Context: an optimization exercise on an open-source flow, tuned for small area, a short achievable clock period and few clock cycles per item. The choices shown serve that exercise and are no tape-out recipe.
Function was checked by simulation only, so behaviour that the tests miss may differ from the original.
Power is estimated from default activity; no workload was simulated.

<file path="flow/flow/run.sh">
#!/bin/bash
# The standard layout, with buf_1 cells as the port buffers.
export BUFFER_PORTS_ARGS="-buffer_cell sky130_fd_sc_hd__buf_1"
bash standard.sh > standard.log 2>&1
</file>
<file path="flow/standard.sh">
#!/bin/bash
# synth_recipe.tcl (not shown) runs the flow's synth.tcl, then flattens the netlist and writes it again
# the make line also repeats each setting of config.mk as NAME=value (left out here)
make -C /OpenROAD-flow-scripts/flow DESIGN_CONFIG=/design/flow/config.mk WORK_HOME=/design/flow/orfs CLKGATE_MAP_FILE= SYNTH_SCRIPT=/design/flow/synth_recipe.tcl "${@:-finish}"
</file>
<file path="flow/config.mk">
export PLATFORM = sky130hd
export DESIGN_NAME = systolic_top
export DESIGN_NICKNAME = systolic_top
export VERILOG_FILES = /design/flow/design.v
export SDC_FILE = /design/flow/constraint.sdc
export NUM_CORES = 4
export LEC_CHECK = 0
export CAP_MARGIN = 20
export CORE_MARGIN = 2
export CORE_UTILIZATION = 40
export CTS_BUF_LIST = sky130_fd_sc_hd__clkbuf_4 sky130_fd_sc_hd__clkbuf_8
export SETUP_SLACK_MARGIN = 2.75
export SLEW_MARGIN = 20
</file>
<file path="flow/constraint.sdc">
create_clock -name core_clock -period 5.0 [get_ports {clk}]
set_input_delay 1.0000 -clock core_clock [delete_from_list [all_inputs] [get_ports {clk}]]
set_output_delay 1.0000 -clock core_clock [all_outputs]
set_load 0.01 [all_outputs]
</file>
<file path="flow/design.v">
`default_nettype none
package systolic_pkg;
	localparam int ELEM_W = 8;  
	localparam int DIM = 4;  
	localparam int WORD_W = DIM * ELEM_W;
	localparam int IDX_W = 8;
	localparam int K_W = 4;
	localparam int ROW_W = $clog2(DIM);  
	typedef logic [ELEM_W-1:0] elem_t;
	typedef elem_t lane_vec_t [DIM];  
	typedef logic [WORD_W-1:0] word_t;
	typedef logic [IDX_W-1:0] idx_t;
	typedef enum logic [2:0] {
		SEQ_IDLE,
		SEQ_FEED,
		SEQ_DRAIN,
		SEQ_WRITE,
		SEQ_DONE
	} seq_state_t;
endpackage
`default_nettype wire
`default_nettype none
module mac_s1 (
	input wire [7:0] a_i,
	input wire [7:0] a3_i,  
	input wire [3:0] e1_i,  
	input wire [3:0] e2_i,  
	input wire [3:0] e3_i,  
	output wire [13:0] cs_o
);
	wire [8:0] a2 = {a_i, 1'b0};
	wire [7:0] m0;
	assign m0 = ({8{e1_i[0]}} & a_i[7:0])
		| ({8{e2_i[0]}} & a2[7:0])
		| ({8{e3_i[0]}} & a3_i[7:0]);
	wire [5:0] m1;
	assign m1 = ({6{e1_i[1]}} & a_i[5:0])
		| ({6{e2_i[1]}} & a2[5:0])
		| ({6{e3_i[1]}} & a3_i[5:0]);
	wire [3:0] m2;
	assign m2 = ({4{e1_i[2]}} & a_i[3:0])
		| ({4{e2_i[2]}} & a2[3:0])
		| ({4{e3_i[2]}} & a3_i[3:0]);
	wire [1:0] m3;
	assign m3 = ({2{e1_i[3]}} & a_i[1:0])
		| ({2{e2_i[3]}} & a2[1:0])
		| ({2{e3_i[3]}} & a3_i[1:0]);
	wire w1;
	wire w2;
	wire w3;
	wire w4;
	wire w5;
	wire w6;
	wire w7;
	wire w8;
	wire w9;
	wire w10;
	assign w1 = m0[6] ^ m1[4];
	assign w2 = m0[6] & m1[4];
	assign w3 = m0[7] ^ m1[5] ^ m2[3];
	assign w4 = m0[4] ^ m1[2];
	assign w5 = m0[4] & m1[2];
	assign w6 = m0[5] ^ m1[3] ^ m2[1];
	assign w7 = (m0[5] & m1[3]) | (m0[5] & m2[1]) | (m1[3] & m2[1]);
	assign w8 = m2[2] ^ m3[0] ^ w1;
	assign w9 = (m2[2] & m3[0]) | (m2[2] & w1) | (m3[0] & w1);
	assign w10 = m3[1] ^ w3 ^ w2;
	assign cs_o = {w9, w10, w7, w8, w5, w6, w4, m2[0], m1[1], m0[3], m1[0], m0[2], m0[1], m0[0]};
endmodule
module mac_s2 (
	input wire [13:0] cs_i,
	input wire [7:0] acc_i,
	output wire [7:0] y_o
);
	wire w1;
	wire w2;
	wire w3;
	wire w4;
	wire w5;
	wire w6;
	wire w7;
	wire w8;
	wire w9;
	wire w10;
	wire w11;
	assign w1 = cs_i[2] ^ cs_i[3];
	assign w2 = cs_i[2] & cs_i[3];
	assign w3 = cs_i[4] ^ cs_i[5] ^ acc_i[3];
	assign w4 = (cs_i[4] & cs_i[5]) | (cs_i[4] & acc_i[3]) | (cs_i[5] & acc_i[3]);
	assign w5 = cs_i[6] ^ cs_i[7] ^ acc_i[4];
	assign w6 = (cs_i[6] & cs_i[7]) | (cs_i[6] & acc_i[4]) | (cs_i[7] & acc_i[4]);
	assign w7 = cs_i[8] ^ cs_i[9] ^ acc_i[5];
	assign w8 = (cs_i[8] & cs_i[9]) | (cs_i[8] & acc_i[5]) | (cs_i[9] & acc_i[5]);
	assign w9 = cs_i[10] ^ cs_i[11] ^ acc_i[6];
	assign w10 = (cs_i[10] & cs_i[11]) | (cs_i[10] & acc_i[6]) | (cs_i[11] & acc_i[6]);
	assign w11 = cs_i[12] ^ cs_i[13] ^ acc_i[7];
	assign y_o = {w11, w9, w7, w5, w3, acc_i[2], cs_i[1], cs_i[0]} + {w10, w8, w6, w4, w2, w1, acc_i[1], acc_i[0]};
endmodule
`default_nettype wire
`timescale 1ns/1ns
`default_nettype none
module systolic_top #(
	parameter int MAX_K = 9
) (
	input wire clk,
	input wire rst,
	input logic start_i,
	input logic [systolic_pkg::K_W-1:0] k_i,
	input systolic_pkg::word_t a_rdata_i,  
	input systolic_pkg::word_t b_rdata_i,  
	output systolic_pkg::idx_t rd_index_o,
	output logic out_we_o,
	output systolic_pkg::idx_t out_index_o,
	output systolic_pkg::word_t out_wdata_o,
	output logic done_o
);
	localparam int K_W = systolic_pkg::K_W;
	localparam int CS_W = 14;
	logic run_q;              
	logic [K_W-1:0] t_q;      
	logic [3:0] roh_q;        
	logic [K_W-1:0] klast_q;  
	logic last_q;             
	logic [K_W-1:0] klast_in;
	logic k1_in;
	logic idle;
	logic active;
	logic last;
	logic last_d;
	logic [7:0] a_sel;
	logic [7:0] a_q;          
	logic [7:0] a3_q;         
	logic [3:0] e1_q [4];     
	logic [3:0] e2_q [4];     
	logic [3:0] e3_q [4];     
	logic first1_q;           
	logic last1_q;            
	logic [CS_W-1:0] cs_q [4];
	logic first2_q;
	logic last2_q;
	logic [7:0] acc_q [4];
	logic we_q;
	logic [1:0] wrow_q;       
	always_comb begin
		if (k_i > K_W'(MAX_K)) begin
			klast_in = K_W'(MAX_K - 1);
		end else if (k_i == '0) begin
			klast_in = '0;
		end else begin
			klast_in = k_i - K_W'(1);
		end
	end
	assign idle = ~run_q & ~last1_q & ~last2_q & ~we_q;
	assign active = run_q | (idle & start_i);
	assign k1_in = (k_i[K_W-1:1] == '0);
	assign last = run_q ? last_q : k1_in;
	always_comb begin
		if (last) begin
			last_d = run_q ? (klast_q == '0) : k1_in;  
		end else if (run_q) begin
			last_d = (t_q + K_W'(1) == klast_q);
		end else begin
			last_d = (k_i == K_W'(2));
		end
	end
	always_ff @(posedge clk or posedge rst) begin
		if (rst) begin
			run_q <= 1'b0;
			last_q <= 1'b0;
			t_q <= '0;
			roh_q <= 4'b0001;
			last1_q <= 1'b0;
			last2_q <= 1'b0;
			we_q <= 1'b0;
			wrow_q <= '0;
		end else begin
			if (active) begin
				run_q <= ~(last & roh_q[3]);
				last_q <= last_d;
				if (last) begin
					t_q <= '0;
					roh_q <= {roh_q[2:0], roh_q[3]};
				end else begin
					t_q <= t_q + K_W'(1);
				end
			end
			last1_q <= active & last;
			last2_q <= last1_q;
			we_q <= last2_q;
			if (we_q) begin
				wrow_q <= wrow_q + 2'd1;
			end
		end
	end
	always_ff @(posedge clk) begin
		if (idle) begin
			klast_q <= klast_in;
		end
		first1_q <= (t_q == '0);
		first2_q <= first1_q;
		a_q <= a_sel;
		a3_q <= a3_sel;
	end
	assign a_sel = ({8{roh_q[0]}} & a_rdata_i[31:24])
		| ({8{roh_q[1]}} & a_rdata_i[23:16])
		| ({8{roh_q[2]}} & a_rdata_i[15:8])
		| ({8{roh_q[3]}} & a_rdata_i[7:0]);
	logic [7:0] a3_sel;
	logic [7:0] a3_g;
	logic [7:0] a3_p;
	logic [7:0] a3_c;
	always_comb begin
		logic [7:0] g1, p1, g2, p2, g4;
		a3_g = 8'd0;
		a3_p = 8'd0;
		for (int i = 1; i < 8; i++) begin
			a3_g[i] = a_sel[i] & a_sel[i-1];
			a3_p[i] = a_sel[i] ^ a_sel[i-1];
		end
		g1 = a3_g;
		p1 = a3_p;
		for (int i = 1; i < 8; i++) begin
			g1[i] = a3_g[i] | (a3_p[i] & a3_g[i-1]);
			p1[i] = a3_p[i] & a3_p[i-1];
		end
		g2 = g1;
		p2 = p1;
		for (int i = 2; i < 8; i++) begin
			g2[i] = g1[i] | (p1[i] & g1[i-2]);
			p2[i] = p1[i] & p1[i-2];
		end
		g4 = g2;
		for (int i = 4; i < 8; i++) begin
			g4[i] = g2[i] | (p2[i] & g2[i-4]);
		end
		a3_c = {g4[6:0], 1'b0};  
		a3_sel = a3_p ^ a3_c;
		a3_sel[0] = a_sel[0];
	end
	for (genvar c = 0; c < 4; c++) begin : g_mac
		logic [CS_W-1:0] cs_d;
		logic [7:0] acc_in;
		logic [7:0] acc_d;
		logic [7:0] b_elem;
		assign b_elem = b_rdata_i[31-8*c -: 8];
		always_ff @(posedge clk) begin
			for (int i = 0; i < 4; i++) begin
				e1_q[c][i] <= (b_elem[2*i+1 -: 2] == 2'd1);
				e2_q[c][i] <= (b_elem[2*i+1 -: 2] == 2'd2);
				e3_q[c][i] <= (b_elem[2*i+1 -: 2] == 2'd3);
			end
		end
		mac_s1 s1_inst (
			.a_i(a_q),
			.a3_i(a3_q),
			.e1_i(e1_q[c]),
			.e2_i(e2_q[c]),
			.e3_i(e3_q[c]),
			.cs_o(cs_d)
		);
		assign acc_in = first2_q ? 8'd0 : acc_q[c];
		mac_s2 s2_inst (
			.cs_i(cs_q[c]),
			.acc_i(acc_in),
			.y_o(acc_d)
		);
		always_ff @(posedge clk) begin
			cs_q[c] <= cs_d;
			acc_q[c] <= acc_d;
		end
		assign out_wdata_o[8*c +: 8] = acc_q[c];
	end
	assign rd_index_o = {4'b0, t_q};
	assign out_we_o = we_q;
	assign out_index_o = {6'b0, wrow_q};
	assign done_o = we_q & (wrow_q == 2'd3);  
endmodule
`default_nettype wire
</file>
==> summary.txt <==
[logic make-up (layout without fill, tap and decap cells)]
logic type	after synthesis	in the layout	share of synthesized area
compound gates	153	153	0.156
xor+xnor	62	62	0.0688
fa+ha+maj	81	81	0.152
buf+inv	143	250	0.0742
flops	172	172	0.440
mux	7	7	0.00958
other cells	1	10	0.000463
simple gates	143	143	0.0988
[routing by layer]
layer  part of all wire  routed length (um)  vias up
met2               0.47                8050      167
met1               0.46                7870     2698
li1                   -                   -     2828
met5                  0                   0        -
met4             0.0060                 102        0
met3              0.059                 998        7
[timing repair]
action | 4_1_cts | 5_1_grt
gates resized for setup | 5 | 31
pin swaps | 1 | 15
buffers inserted | 3 | 6
endpoints found under the setup margin | 20 | 13
cloned | 0 | 0
[worst paths after layout]
kind / to / cells after the start / startpoint
max reg2reg: acc_q[0][7] / 8 / first2_q
max in group asynchronous: t_q[2] / 2 / rst
max: done_o / 3 / wrow_q[1]
min in group asynchronous: t_q[0] / 2 / rst
min: first2_q / 0 / first1_q
min reg2reg: first2_q / 0 / first1_q
[placed cells by master (no fill, tap or decap), types with 9 or more instances in the layout]
master	netlist	final
ha_1	52	41
fa_1	29	28
xnor2_1	54	54
a222oi_1	64	64
inv_1	99	98
ha_4	0	10
buf_1	3	109
conb_1	1	10
dfxtp_1	153	152
buf_4	10	9
dfrtp_1	14	14
and2_1	18	18
nor2_1	24	23
o21ai_0	12	9
a21oi_1	17	12
o21a_1	18	18
clkbuf_8	0	18
a22oi_1	17	15
nor2b_1	57	54
nand2_1	13	11
nand2b_1	16	14
[registers in the layout (all words and copies together), names as in the netlist]
name and cells:
cs_q 56, wrow_q 2, first2_q 1, last1_q 1, roh_q 4, first1_q 1, a3_q 8, a_q 7
acc_q 32, e3_q 16, klast_q 4, run_q 1, last_q 1, last2_q 1, we_q 1, t_q 4
e1_q 16, e2_q 16
[stage by stage]
step	area, sq um	std cells	util	hold WS (ns)
floorplan	8200	771	-	0.310
global placement	8740	1110	0.436	0.310
detailed placement	8740	1110	0.436	0.320
CTS	9160	1142	0.457	0.336
global route	9400	1148	0.469	0.356
finish	9400	1148	0.469	0.340
[final cells by class]
class                           instances  area share
Multi-Input combinational cell        456       0.449
Timing Repair Buffer                  122      0.0553
Inverter                               99      0.0395
Tap cell                              270      0.0360
Clock buffer                           20      0.0280
Sequential cell                       172       0.379
Clock inverter                          9      0.0132
[cells in the mapped netlist (14+ instances only)]
library cell / number / area [sq um]
clkbuf_1: 25 / 93.8
and2_1: 18 / 113
a222oi_1: 64 / 641
nor2_1: 24 / 90.1
dfxtp_1: 153 / 3060
a22oi_1: 17 / 128
inv_1: 99 / 372
nor2b_1: 57 / 357
dfrtp_1: 14 / 350
a21oi_1: 17 / 85.1
fa_1: 29 / 581
nand2b_1: 16 / 100
xnor2_1: 54 / 473
o21a_1: 18 / 135
ha_1: 52 / 651
[power groups by stage]
stage / registers (W) / clock network (W) / logic [W]
6_report: 0.00152 / 0.000974 / 0.000341
5_1_grt: 0.00153 / 0.00106 / 0.000376
4_1_cts: 0.00153 / 0.00101 / 0.000297
3_5_place_dp: 0.00156 / 0 / 0.000261
3_3_place_gp: 0.00156 / 0 / 0.000254
2_1_floorplan: 0.00153 / 0 / 0.000192
==> flow_summary.yaml <==
status:
  status: "finished clean"
route:
  routedWlPerCell_um: 14.8
  num_vias: 5700
  drtAntennaViolNets: 0
  drt_drc_violations_left: 0
  routed_wl_um: 17000
  first_pass_iters: 10
  via_per_inst: 4.97
  drt_iter0_drc: 552
placed_design:
  dp_hpwl_um: 11900
  place_ws_ns: 2.12
  port_buffers: 110
  gp_congestion: 0.745
clock_tree:
  cts-root-buf: "clkbuf_8"
  clk_path_buf_depth: 2
  ctsHtreeMaxLevel: 4
  cts_buffers: 17
  insertion_delay_ns: 0.44
  cts_sinks: 172
  clk_pin_slew_worst_paths_ns: 0.09
  cts_tree: "yes"
  hold_buffers: 0
setup_path:
  path_buf_inv: 1
  cp.arrival_ns: 1.27
  crit_chain: "ha_2, and2_1, buf_2"
  critPathKind: "reg2out"
  end_kind: "primary output"
  rrSetupSlack_ns: 2.73
  cpPeakStageDelay_ns: 0.39
  path_delay_family: "flip-flops"
  required_ns: 4.00
  crit_slowest_cell: "dfrtp_1"
  path_max_fanout: 2
  startpoint_type: "flop"
synthesis:
  syn_avg_cell_area_sq_um: 10.6
  synth_cells: 762
  synth_warnings: 11
  seq_area_frac_synth: 0.440
  synth_cell_types: 48
  ys_async_sr_fraction: 0.0872
  synth_ff_type: "dfxtp_1"
  synth_edf_count: 4
  synth_area_sq_mm: 0.00810
  synth-seq-cells: 172
layout:
  syn_to_final_growth_pct: 16.1
  final-seq-area_sq_mm: 0.00356
  multiInputGateArea_sq_mm: 0.00422
  antenna_cells: 0
  nets: 1020
  layout-drive-gt1-share: 0.101
  fillers: 1943
hold_path:
  hold_path_class: "reg2reg"
die:
  die_y_um: 146
  initial_core_util: 0.404
  rows: 52
  fp.dieW_um: 146
  core_sq_mm: 0.0200
  fp.dieArea_sq_mm: 0.0214
  ios: 121
timing:
  fin_ws_ns: 2.73
  setup_violations: 0
  rsz0062_at_grt: "yes"
  worstMarginPinSlew_ns: 0.970
  period_needed_ns: 2.27
  fin_setup_tns_ns: 0
  min_period_over_period: 0.455
  final.setup_skew_ns: 0.0149
  timing.fmax_mhz: 440
  hold_viol: 0
  maxSlewViolCount: 0
  relSlewSlack: 0.352
power:
  p_sw_frac: 0.250
  power_frac_seq: 0.536
  switchingPower_w: 0.000709
  combPwrFrac: 0.120
  intPower_w: 0.00212
  p_per_area_mw_per_mm2: 302
  ir_drop_uv: 259
  pwr-share-clk: 0.344
  p_leak_nw: 4.26
  fin_total_pwr_w: 0.00283
global_routing:
  grt_pass1_wl_um: 27000
  busiest_layer: "met2"
  grtUsageTotal: 0.159
  grtUsageMet1: 0.211
  grt_max_degree: 25
  grt_antenna_before_repair: 0
  grt_overflow: 0
  grtUsageMet2: 0.259
  use_met3: 0.0409
  grt_pass1_vias: 5537
job:
  maxCapViolCount: 0
Testbench counts, summed over its fixed seeds: cycles 27,344, items 1,200.

static timing again, ports no longer ideal:
How much do the figures lean on ideal ports? The routed layout below was timed once more, with nothing changed but the port constraints. Step 1: set_driving_cell puts a clkbuf_16 on clk and a buf_2 on each other input, an assumption about the parent block. Step 2 adds t to the input delays and takes it off the output delays; t is the mean of the earliest and latest rising clock arrival at the registers after step 1. Input paths then give back, and output paths get back, about the clock's delay inside the block. a / b / c = ideal ports / drivers / drivers and shift; a / b = the first two.
shift t [ns]: 0.472
setup slack, ns: 2.726 / 2.687 / 2.358
hold WS [ns]: 0.340 / 0.340 / 0.340
worst slew at a driven data input, ns: 0.05
pins driven straight from the clock port: 1
After both steps this run still meets setup and hold. The setup slack of this run moves by -0.039 ns with the drivers and by -0.368 ns with both steps.
